This design comes from an exercise in tuning for small area on the open sky130 flow, not from production work.
Function was checked by simulation only, so behaviour that the tests miss may differ from the original.
Power figures rest on the tool's default switching activity, not on a simulated workload.

==> inputs of run a <==
==> flow/design.v <==
`timescale 1ns/1ns
`default_nettype none
package capture_pkg;
   typedef logic [96-1:0] chan_word_t;    
   typedef logic [128-1:0] word_t;         
   typedef logic [6-1:0] ring_addr_t;
   typedef logic [6:0] phase_cnt_t;
   typedef logic [31:0] ctrl_reg_t;
   typedef logic [16-1:0] trig_vec_t;    
   typedef logic [31:0] count32_t;    
   typedef enum logic [1:0] {
      FILL,       
      ARMED,      
      READOUT,    
      POST        
   } capture_state_t;
endpackage
`default_nettype wire
`timescale 1ns/1ns
`default_nettype none
module trig_sync (
   input  wire            clk_1_8,
   input  wire            rst_i,
   input  capture_pkg::trig_vec_t ext_trig_vector_i,
   input  wire            trigout_i,
   input  wire            trigout_mcu_i,
   input  wire            trigout_oen_mcu_i,
   input  capture_pkg::ctrl_reg_t ctrl_reg_i,
   output capture_pkg::trig_vec_t      ext_trig_vector_o,
   output logic           ext_trig_o,
   output logic           stream_trig_o,
   output logic           trigout_o,
   output logic           trigout_mcu_o,
   output logic           trigout_oen_o,
   output logic [3:1]     ctrl_sync_o     
);
   capture_pkg::trig_vec_t vec_d1;
   capture_pkg::trig_vec_t vec_d2;
   capture_pkg::trig_vec_t rise_now;     
   logic      rise_any;                  
   logic      trigout_s1;
   logic      trigout_mcu_s1;
   logic      trigout_oen_s1;
   logic [3:1] ctrl_s1;
   logic [3:1] ctrl_s2;
   always_ff @(posedge clk_1_8) begin
      vec_d1            <= ext_trig_vector_i;
      vec_d2            <= vec_d1;
      ext_trig_vector_o <= vec_d2;    
   end
   assign rise_now = ext_trig_vector_i &
                     ~{ext_trig_vector_i[16-2:0], vec_d1[16-1]};
   always_ff @(posedge clk_1_8) begin
      if (rst_i) begin
         rise_any   <= 1'b0;
         ext_trig_o <= 1'b0;
      end else begin
         rise_any   <= |rise_now;
         ext_trig_o <= rise_any;
      end
   end
   always_ff @(posedge clk_1_8) begin
      trigout_s1     <= trigout_i;
      trigout_mcu_s1 <= trigout_mcu_i;
      trigout_oen_s1 <= trigout_oen_mcu_i;
      trigout_mcu_o  <= trigout_s1;        
      trigout_o      <= trigout_mcu_s1;
      trigout_oen_o  <= trigout_oen_s1;
      ctrl_s1        <= ctrl_reg_i[3:1];
      ctrl_s2        <= ctrl_s1;
      ctrl_sync_o    <= ctrl_s2;
   end
   assign stream_trig_o = trigout_mcu_s1;
endmodule
`default_nettype wire
`timescale 1ns/1ns
`default_nettype none
module source_mux (
   input  wire             clk_1_8,
   input  wire             rst_i,
   input  wire [3:1]       ctrl_i,
   input  capture_pkg::chan_word_t data_a_i,
   input  wire             data_valid_i,
   input  wire             ext_trig_i,
   input  wire             stream_trig_i,
   output logic [96:0] src_word_nxt_o,   
   output logic            src_valid_nxt_o,       
   output logic            src_valid_o
);
   localparam int NUM_SAMPLES = 96 / 12;
   capture_pkg::count32_t timecount;
   capture_pkg::count32_t datacount;
   logic     stream_mode;
   logic     pattern_mode;
   logic     stream_valid;
   logic [96-1:0] stream_low;
   logic [96-1:0] pattern_word;
   assign stream_mode  = ctrl_i[1];
   assign pattern_mode = ctrl_i[2];
   assign stream_valid = ctrl_i[3] ? ext_trig_i : stream_trig_i;
   assign stream_low = {16'h0005, 16'h0004, timecount, datacount};
   always_comb begin
      pattern_word = '0;
      for (int k = 0; k < NUM_SAMPLES; k++) begin
         pattern_word[k*12 +: 12] = 12'(k);
      end
   end
   always_comb begin
      if (stream_mode)
         src_word_nxt_o = {1'b1, stream_low};
      else if (pattern_mode)
         src_word_nxt_o = {1'b0, pattern_word};
      else
         src_word_nxt_o = {1'b0, data_a_i};
   end
   always_comb begin
      if (stream_mode)
         src_valid_nxt_o = stream_valid;
      else if (pattern_mode)
         src_valid_nxt_o = 1'b1;
      else
         src_valid_nxt_o = data_valid_i;
   end
   always_ff @(posedge clk_1_8) begin
      if (rst_i) begin
         src_valid_o <= 1'b0;
         timecount   <= '0;
         datacount   <= '0;
      end else begin
         src_valid_o <= src_valid_nxt_o;
         if (data_valid_i) timecount <= timecount + 1'b1;
         if (!stream_mode)
            datacount <= '0;                  
         else if (stream_valid)
            datacount <= datacount + 1'b1;
      end
   end
endmodule
`default_nettype wire
`timescale 1ns/1ns
`default_nettype none
module ring_counter (
   input  wire        clk_1_8,
   input  wire        rst_i,
   input  capture_pkg::capture_state_t state_i,
   input  wire        src_valid_i,
   output capture_pkg::phase_cnt_t cnt_o,
   output logic       done_o         
);
   always_ff @(posedge clk_1_8) begin
      if (rst_i || done_o || state_i == capture_pkg::ARMED)
         cnt_o <= '0;
      else if (src_valid_i || state_i == capture_pkg::READOUT)
         cnt_o <= cnt_o + 1'b1;
   end
   assign done_o = cnt_o[6];
endmodule
`default_nettype wire
`timescale 1ns/1ns
`default_nettype none
module ring_buffer (
   input  wire                   clk_1_8,
   input  wire [96:0]   wr_word_i,    
   input  wire                   shift_i,      
   input  wire                   rot_i,        
   output capture_pkg::word_t    rd_word_o     
);
   logic [64-1:0][96:0] sr;
   always_ff @(posedge clk_1_8) begin
      if (shift_i) begin
         sr[0] <= rot_i ? sr[64-1] : wr_word_i;
         for (int k = 1; k < 64; k++) sr[k] <= sr[k-1];
      end
   end
   assign rd_word_o = {sr[1][96] ? 32'h0007_0006 : 32'h0,
                       sr[1][96-1:0]};
endmodule
`default_nettype wire
`timescale 1ns/1ns
`default_nettype none
module capture_fsm (
   input  wire        clk_1_8,
   input  wire        rst_i,
   input  wire        src_valid_nxt_i,
   input  wire        src_valid_i,
   input  wire        ext_trig_i,
   input  capture_pkg::phase_cnt_t cnt_i,
   input  wire        done_i,
   output capture_pkg::capture_state_t state_o,
   output logic       shift_o,
   output logic       rot_o,
   output logic       data_valid_o
);
   capture_pkg::capture_state_t state_nxt;
   logic           rd_valid;
   logic           post_pass;
   always_ff @(posedge clk_1_8) begin
      if (rst_i)
         state_o <= capture_pkg::FILL;
      else
         state_o <= state_nxt;
   end
   always_comb begin
      state_nxt = state_o;
      case (state_o)
         capture_pkg::FILL:    if (done_i)     state_nxt = capture_pkg::ARMED;
         capture_pkg::ARMED:   if (ext_trig_i) state_nxt = capture_pkg::READOUT;    
         capture_pkg::READOUT: if (done_i)     state_nxt = capture_pkg::POST;
         capture_pkg::POST:    if (done_i)     state_nxt = capture_pkg::FILL;
         default: state_nxt = capture_pkg::FILL;
      endcase
   end
   assign rd_valid = (state_o == capture_pkg::READOUT) && (cnt_i != '0);
   assign rot_o    = (state_o == capture_pkg::READOUT) && !done_i;
   assign post_pass = (state_o == capture_pkg::POST) && src_valid_i && !done_i;
   assign shift_o = (state_o == capture_pkg::READOUT) || (!rst_i &&
                    ((src_valid_nxt_i && (state_nxt == capture_pkg::FILL ||
                                          state_nxt == capture_pkg::ARMED)) ||
                     state_nxt == capture_pkg::POST));
   always_ff @(posedge clk_1_8) begin
      if (rst_i)
         data_valid_o <= 1'b0;
      else
         data_valid_o <= rd_valid || post_pass;
   end
endmodule
`default_nettype wire
`timescale 1ns/1ns
`default_nettype none
module capture_top (
   input  wire             clk_1_8,
   input  wire             rst_i,
   input  capture_pkg::chan_word_t data_a_i,
   input  wire             data_valid_i,
   input  capture_pkg::ctrl_reg_t  ctrl_reg_i,
   input  capture_pkg::trig_vec_t  ext_trig_vector_i,
   input  wire             trigout_i,
   input  wire             trigout_mcu_i,
   input  wire             trigout_oen_mcu_i,
   output capture_pkg::word_t           data_o,
   output logic            data_valid_o,
   output capture_pkg::trig_vec_t       ext_trig_vector_o,
   output logic            trigout_o,
   output logic            trigout_mcu_o,
   output logic            trigout_oen_o
);
   logic      ext_trig;
   logic      stream_trig;
   logic [3:1] ctrl_sync;
   logic [96:0] src_word_nxt;
   logic      src_valid_nxt;
   logic      src_valid;
   capture_pkg::capture_state_t state;
   capture_pkg::phase_cnt_t     cnt;
   logic       done;
   logic       shift;
   logic       rot;
   trig_sync u_trig_sync (
      .clk_1_8           (clk_1_8),
      .rst_i             (rst_i),
      .ext_trig_vector_i (ext_trig_vector_i),
      .trigout_i         (trigout_i),
      .trigout_mcu_i     (trigout_mcu_i),
      .trigout_oen_mcu_i (trigout_oen_mcu_i),
      .ctrl_reg_i        (ctrl_reg_i),
      .ext_trig_vector_o (ext_trig_vector_o),
      .ext_trig_o        (ext_trig),
      .stream_trig_o     (stream_trig),
      .trigout_o         (trigout_o),
      .trigout_mcu_o     (trigout_mcu_o),
      .trigout_oen_o     (trigout_oen_o),
      .ctrl_sync_o       (ctrl_sync)
   );
   source_mux u_source_mux (
      .clk_1_8         (clk_1_8),
      .rst_i           (rst_i),
      .ctrl_i          (ctrl_sync),
      .data_a_i        (data_a_i),
      .data_valid_i    (data_valid_i),
      .ext_trig_i      (ext_trig),
      .stream_trig_i   (stream_trig),
      .src_word_nxt_o  (src_word_nxt),
      .src_valid_nxt_o (src_valid_nxt),
      .src_valid_o     (src_valid)
   );
   ring_counter u_ring_counter (
      .clk_1_8     (clk_1_8),
      .rst_i       (rst_i),
      .state_i     (state),
      .src_valid_i (src_valid),
      .cnt_o       (cnt),
      .done_o      (done)
   );
   ring_buffer u_ring_buffer (
      .clk_1_8   (clk_1_8),
      .wr_word_i (src_word_nxt),
      .shift_i   (shift),
      .rot_i     (rot),
      .rd_word_o (data_o)
   );
   capture_fsm u_capture_fsm (
      .clk_1_8         (clk_1_8),
      .rst_i           (rst_i),
      .src_valid_nxt_i (src_valid_nxt),
      .src_valid_i     (src_valid),
      .ext_trig_i      (ext_trig),
      .cnt_i           (cnt),
      .done_i          (done),
      .state_o         (state),
      .shift_o         (shift),
      .rot_o           (rot),
      .data_valid_o    (data_valid_o)
   );
endmodule
`default_nettype wire
==> flow/flow/run.sh <==
#!/bin/bash
# The standard layout, with the smallest buffer on the ports instead of the
# delay buffer buffer_ports picks by default. Every other step is unchanged.
set -euo pipefail
export BUFFER_PORTS_ARGS="-buffer_cell sky130_fd_sc_hd__buf_1"
bash standard.sh > standard_flow.log 2>&1
==> flow/standard.sh <==
#!/bin/bash
# synth_recipe.tcl (not shown) runs the flow's synth.tcl, then flattens the netlist and writes it again
# the make line also repeats each setting of config.mk as NAME=value (left out here)
make -C /OpenROAD-flow-scripts/flow DESIGN_CONFIG=/design/flow/config.mk WORK_HOME=/design/flow/orfs CLKGATE_MAP_FILE= SYNTH_SCRIPT=/design/flow/synth_recipe.tcl "${@:-finish}"
==> flow/config.mk <==
export PLATFORM = sky130hd
export DESIGN_NAME = capture_top
export DESIGN_NICKNAME = capture_top
export VERILOG_FILES = /design/flow/design.v
export SDC_FILE = /design/flow/constraint.sdc
export NUM_CORES = 4
export LEC_CHECK = 0
export CAP_MARGIN = 20
export CORE_MARGIN = 2
export CORE_UTILIZATION = 55
export CTS_BUF_LIST = sky130_fd_sc_hd__clkbuf_16
export CTS_CLUSTER_DIAMETER = 60
export CTS_CLUSTER_SIZE = 24
export PLACE_DENSITY = 0.65
export SLEW_MARGIN = 20
export SYNTH_MEMORY_MAX_BITS = 16384
==> flow/constraint.sdc <==
create_clock -name core_clock -period 8.0 [get_ports {clk_1_8}]
set_input_delay 1.6000 -clock core_clock [delete_from_list [all_inputs] [get_ports {clk_1_8}]]
set_output_delay 1.6000 -clock core_clock [all_outputs]
set_load 0.01 [all_outputs]
==> run b (differences from run a) <==
==> flow/flow/run.sh (replaced) <==
#!/bin/bash
# The standard layout, with the smallest buffer on the ports instead of the
# delay buffer buffer_ports picks by default, and no dummy loads in the clock
# tree. Every other step is unchanged.
set -euo pipefail
export BUFFER_PORTS_ARGS="-buffer_cell sky130_fd_sc_hd__buf_1"
export CTS_ARGS="-sink_clustering_enable -repair_clock_nets -sink_clustering_size 28 -sink_clustering_max_diameter 80 -buf_list sky130_fd_sc_hd__clkbuf_16 -dont_use_dummy_load"
bash standard.sh > standard_flow.log 2>&1
Settings changed: CTS_CLUSTER_DIAMETER 60 to 80, CTS_CLUSTER_SIZE 24 to 28.
==> run c (differences from run a) <==
==> flow/design.v, changed modules only <==
module ring_buffer (
   input  wire                   clk_1_8,
   input  wire [96:0]   wr_word_i,    
   input  wire                   shift_i,      
   input  wire                   post_i,       
   output capture_pkg::word_t    rd_word_o     
);
   logic [64-1:0][96:0] sr;
   always_ff @(posedge clk_1_8) begin
      if (shift_i) begin
         sr[0] <= wr_word_i;
         for (int k = 1; k < 64-1; k++) sr[k] <= sr[k-1];
      end
      if (post_i)
         sr[64-1] <= sr[0];
      else if (shift_i)
         sr[64-1] <= sr[64-2];
   end
   assign rd_word_o = {sr[64-1][96] ? 32'h0007_0006 : 32'h0,
                       sr[64-1][96-1:0]};
endmodule
module capture_fsm (
   input  wire        clk_1_8,
   input  wire        rst_i,
   input  wire        src_valid_nxt_i,
   input  wire        src_valid_i,
   input  wire        ext_trig_i,
   input  capture_pkg::phase_cnt_t cnt_i,
   input  wire        done_i,
   output capture_pkg::capture_state_t state_o,
   output logic       shift_o,
   output logic       post_o,
   output logic       data_valid_o
);
   capture_pkg::capture_state_t state_nxt;
   logic           rd_shift;
   logic           rd_valid;
   logic           post_pass;
   always_ff @(posedge clk_1_8) begin
      if (rst_i)
         state_o <= capture_pkg::FILL;
      else
         state_o <= state_nxt;
   end
   always_comb begin
      state_nxt = state_o;
      case (state_o)
         capture_pkg::FILL:    if (done_i)     state_nxt = capture_pkg::ARMED;
         capture_pkg::ARMED:   if (ext_trig_i) state_nxt = capture_pkg::READOUT;    
         capture_pkg::READOUT: if (done_i)     state_nxt = capture_pkg::POST;
         capture_pkg::POST:    if (done_i)     state_nxt = capture_pkg::FILL;
         default: state_nxt = capture_pkg::FILL;
      endcase
   end
   assign rd_valid = (state_o == capture_pkg::READOUT) && (cnt_i != '0);
   assign rd_shift = (state_o == capture_pkg::READOUT) && (cnt_i[6:1] != '0);
   assign post_o    = (state_o == capture_pkg::POST);
   assign post_pass = post_o && src_valid_i && !done_i;
   assign shift_o = rd_shift || (!rst_i &&
                    ((src_valid_nxt_i && (state_nxt == capture_pkg::FILL ||
                                          state_nxt == capture_pkg::ARMED)) ||
                     state_nxt == capture_pkg::POST));
   always_ff @(posedge clk_1_8) begin
      if (rst_i)
         data_valid_o <= 1'b0;
      else
         data_valid_o <= rd_valid || post_pass;
   end
endmodule
module capture_top (
   input  wire             clk_1_8,
   input  wire             rst_i,
   input  capture_pkg::chan_word_t data_a_i,
   input  wire             data_valid_i,
   input  capture_pkg::ctrl_reg_t  ctrl_reg_i,
   input  capture_pkg::trig_vec_t  ext_trig_vector_i,
   input  wire             trigout_i,
   input  wire             trigout_mcu_i,
   input  wire             trigout_oen_mcu_i,
   output capture_pkg::word_t           data_o,
   output logic            data_valid_o,
   output capture_pkg::trig_vec_t       ext_trig_vector_o,
   output logic            trigout_o,
   output logic            trigout_mcu_o,
   output logic            trigout_oen_o
);
   logic      ext_trig;
   logic      stream_trig;
   logic [3:1] ctrl_sync;
   logic [96:0] src_word_nxt;
   logic      src_valid_nxt;
   logic      src_valid;
   capture_pkg::capture_state_t state;
   capture_pkg::phase_cnt_t     cnt;
   logic       done;
   logic       shift;
   logic       post;
   trig_sync u_trig_sync (
      .clk_1_8           (clk_1_8),
      .rst_i             (rst_i),
      .ext_trig_vector_i (ext_trig_vector_i),
      .trigout_i         (trigout_i),
      .trigout_mcu_i     (trigout_mcu_i),
      .trigout_oen_mcu_i (trigout_oen_mcu_i),
      .ctrl_reg_i        (ctrl_reg_i),
      .ext_trig_vector_o (ext_trig_vector_o),
      .ext_trig_o        (ext_trig),
      .stream_trig_o     (stream_trig),
      .trigout_o         (trigout_o),
      .trigout_mcu_o     (trigout_mcu_o),
      .trigout_oen_o     (trigout_oen_o),
      .ctrl_sync_o       (ctrl_sync)
   );
   source_mux u_source_mux (
      .clk_1_8         (clk_1_8),
      .rst_i           (rst_i),
      .ctrl_i          (ctrl_sync),
      .data_a_i        (data_a_i),
      .data_valid_i    (data_valid_i),
      .ext_trig_i      (ext_trig),
      .stream_trig_i   (stream_trig),
      .src_word_nxt_o  (src_word_nxt),
      .src_valid_nxt_o (src_valid_nxt),
      .src_valid_o     (src_valid)
   );
   ring_counter u_ring_counter (
      .clk_1_8     (clk_1_8),
      .rst_i       (rst_i),
      .state_i     (state),
      .src_valid_i (src_valid),
      .cnt_o       (cnt),
      .done_o      (done)
   );
   ring_buffer u_ring_buffer (
      .clk_1_8   (clk_1_8),
      .wr_word_i (src_word_nxt),
      .shift_i   (shift),
      .post_i    (post),
      .rd_word_o (data_o)
   );
   capture_fsm u_capture_fsm (
      .clk_1_8         (clk_1_8),
      .rst_i           (rst_i),
      .src_valid_nxt_i (src_valid_nxt),
      .src_valid_i     (src_valid),
      .ext_trig_i      (ext_trig),
      .cnt_i           (cnt),
      .done_i          (done),
      .state_o         (state),
      .shift_o         (shift),
      .post_o          (post),
      .data_valid_o    (data_valid_o)
   );
endmodule
==> flow/run.sh (new file) <==
#!/bin/bash
# synth_recipe.tcl (not shown) runs the flow's synth.tcl, then flattens the netlist and writes it again
# the make line also repeats each setting of config.mk as NAME=value (left out here)
make -C /OpenROAD-flow-scripts/flow DESIGN_CONFIG=/design/flow/config.mk WORK_HOME=/design/flow/orfs CLKGATE_MAP_FILE= SYNTH_SCRIPT=/design/flow/synth_recipe.tcl finish
Settings changed: CORE_UTILIZATION 55 to 30, CTS_BUF_LIST sky130_fd_sc_hd__clkbuf_16 to not set, CTS_CLUSTER_DIAMETER 60 to not set, CTS_CLUSTER_SIZE 24 to not set, PLACE_DENSITY 0.65 to 0.55.
removed: flow/flow/run.sh
removed: flow/standard.sh
==> summary of the runs <==
Hold slack, highest first: run b, run a, run c. Flip-flop and latch count is the same in run a and run b. Total power: run b < run a < run c. First-iteration DRC count, highest first: run c, run a, run b. Fmax is about the same in run b and run a. Die area: run c is higher than run a (83%). Of run c and run a, run a has the higher non-clock buffer count (gap 17). Of run b and run c, run b has the higher sequential share of layout area (gap 8.0 points). Core utilization, lowest first: run c, run b, run a.
==> figures <==
Result of the run: run a finished clean; run b finished clean; run c finished clean
Met1 track demand over resource in global routing: run a 22.0%; run b 21.6%; run c 12.5%
Share of cell area taken by multi-input logic gates: run a 1.69%; run b 1.75%; run c 1.81%
CTS clock-pin slew for the worst setup and hold paths: run a 90 ps; run b 100 ps; run c 60 ps
Fraction of final layout cells sized beyond drive strength 1: run a 10.1%; run b 5.44%; run c 12.9%
Standard-cell row count: run a 218; run b 218; run c 295
Number of nets in the finished design: run a 7936; run b 7816; run c 8084
Number of standard cells in the layout, taps in and fillers out: run a 12800; run b 12300; run c 17100
Multi-input comb cells: run a 653; run b 653; run c 575
Largest incremental delay on the critical path: run a 720 ps; run b 690 ps; run c 990 ps
Most frequent cell on the critical path: run a sky130_fd_sc_hd__buf_12; run b sky130_fd_sc_hd__buf_12; run c -
Placed inst area: run a 201000 sq um; run b 201000 sq um; run c 208000 sq um
Crit. Startpoint: run a u_trig_sync.ctrl_sync_o[1]$_DFF_P_; run b u_trig_sync.ctrl_sync_o[1]$_DFF_P_; run c data_valid_i
Clock group power: run a 0.0215 W; run b 0.0149 W; run c 0.0283 W
Layout-to-synthesis area ratio: run a 1.108x; run b 1.073x; run c 1.174x
Capturing element of the worst setup path: run a u_ring_buffer.sr[3566]$_DFFE_PP_; run b u_ring_buffer.sr[2791]$_DFFE_PP_; run c u_ring_buffer.sr[5451]$_DFFE_PP_
Routed length per placed instance: run a 19.7 um; run b 20.1 um; run c 16.6 um
Final instance area: run a 215000 sq um; run b 208000 sq um; run c 228000 sq um
Largest net degree at the start of global routing: run a 160; run b 160; run c 213
Average via count per standard cell: run a 5.19; run b 5.25; run c 3.99

[static timing again, ports no longer ideal]
In the flow no input, the clock included, has a driving cell. The finished layouts below were timed again as built, in two steps. Step 1, drivers: a clkbuf_16 drives clk_1_8 and a buf_2 each remaining input, both assumed. Step 2 adds t to the input delays and takes it off the output delays; t is the mean of the earliest and latest rising clock arrival at the registers after step 1. Input paths then give back, and output paths get back, about the clock's delay inside the block. Three values: no drivers, after step 1, after step 2; two values: the first two.
run	t, ns	setup slack, ns	cell pins on the clock port's net
run a	1.046	3.680 / 3.680 / 2.854	1
run b	0.987	3.674 / 3.673 / 2.857	1
run c	1.117	3.468 / 3.553 / 2.436	1
After both steps every run listed still meets setup and hold. The setup slack of run c, which loses most, moves by +0.085 ns with the drivers and by -1.032 ns with both steps.
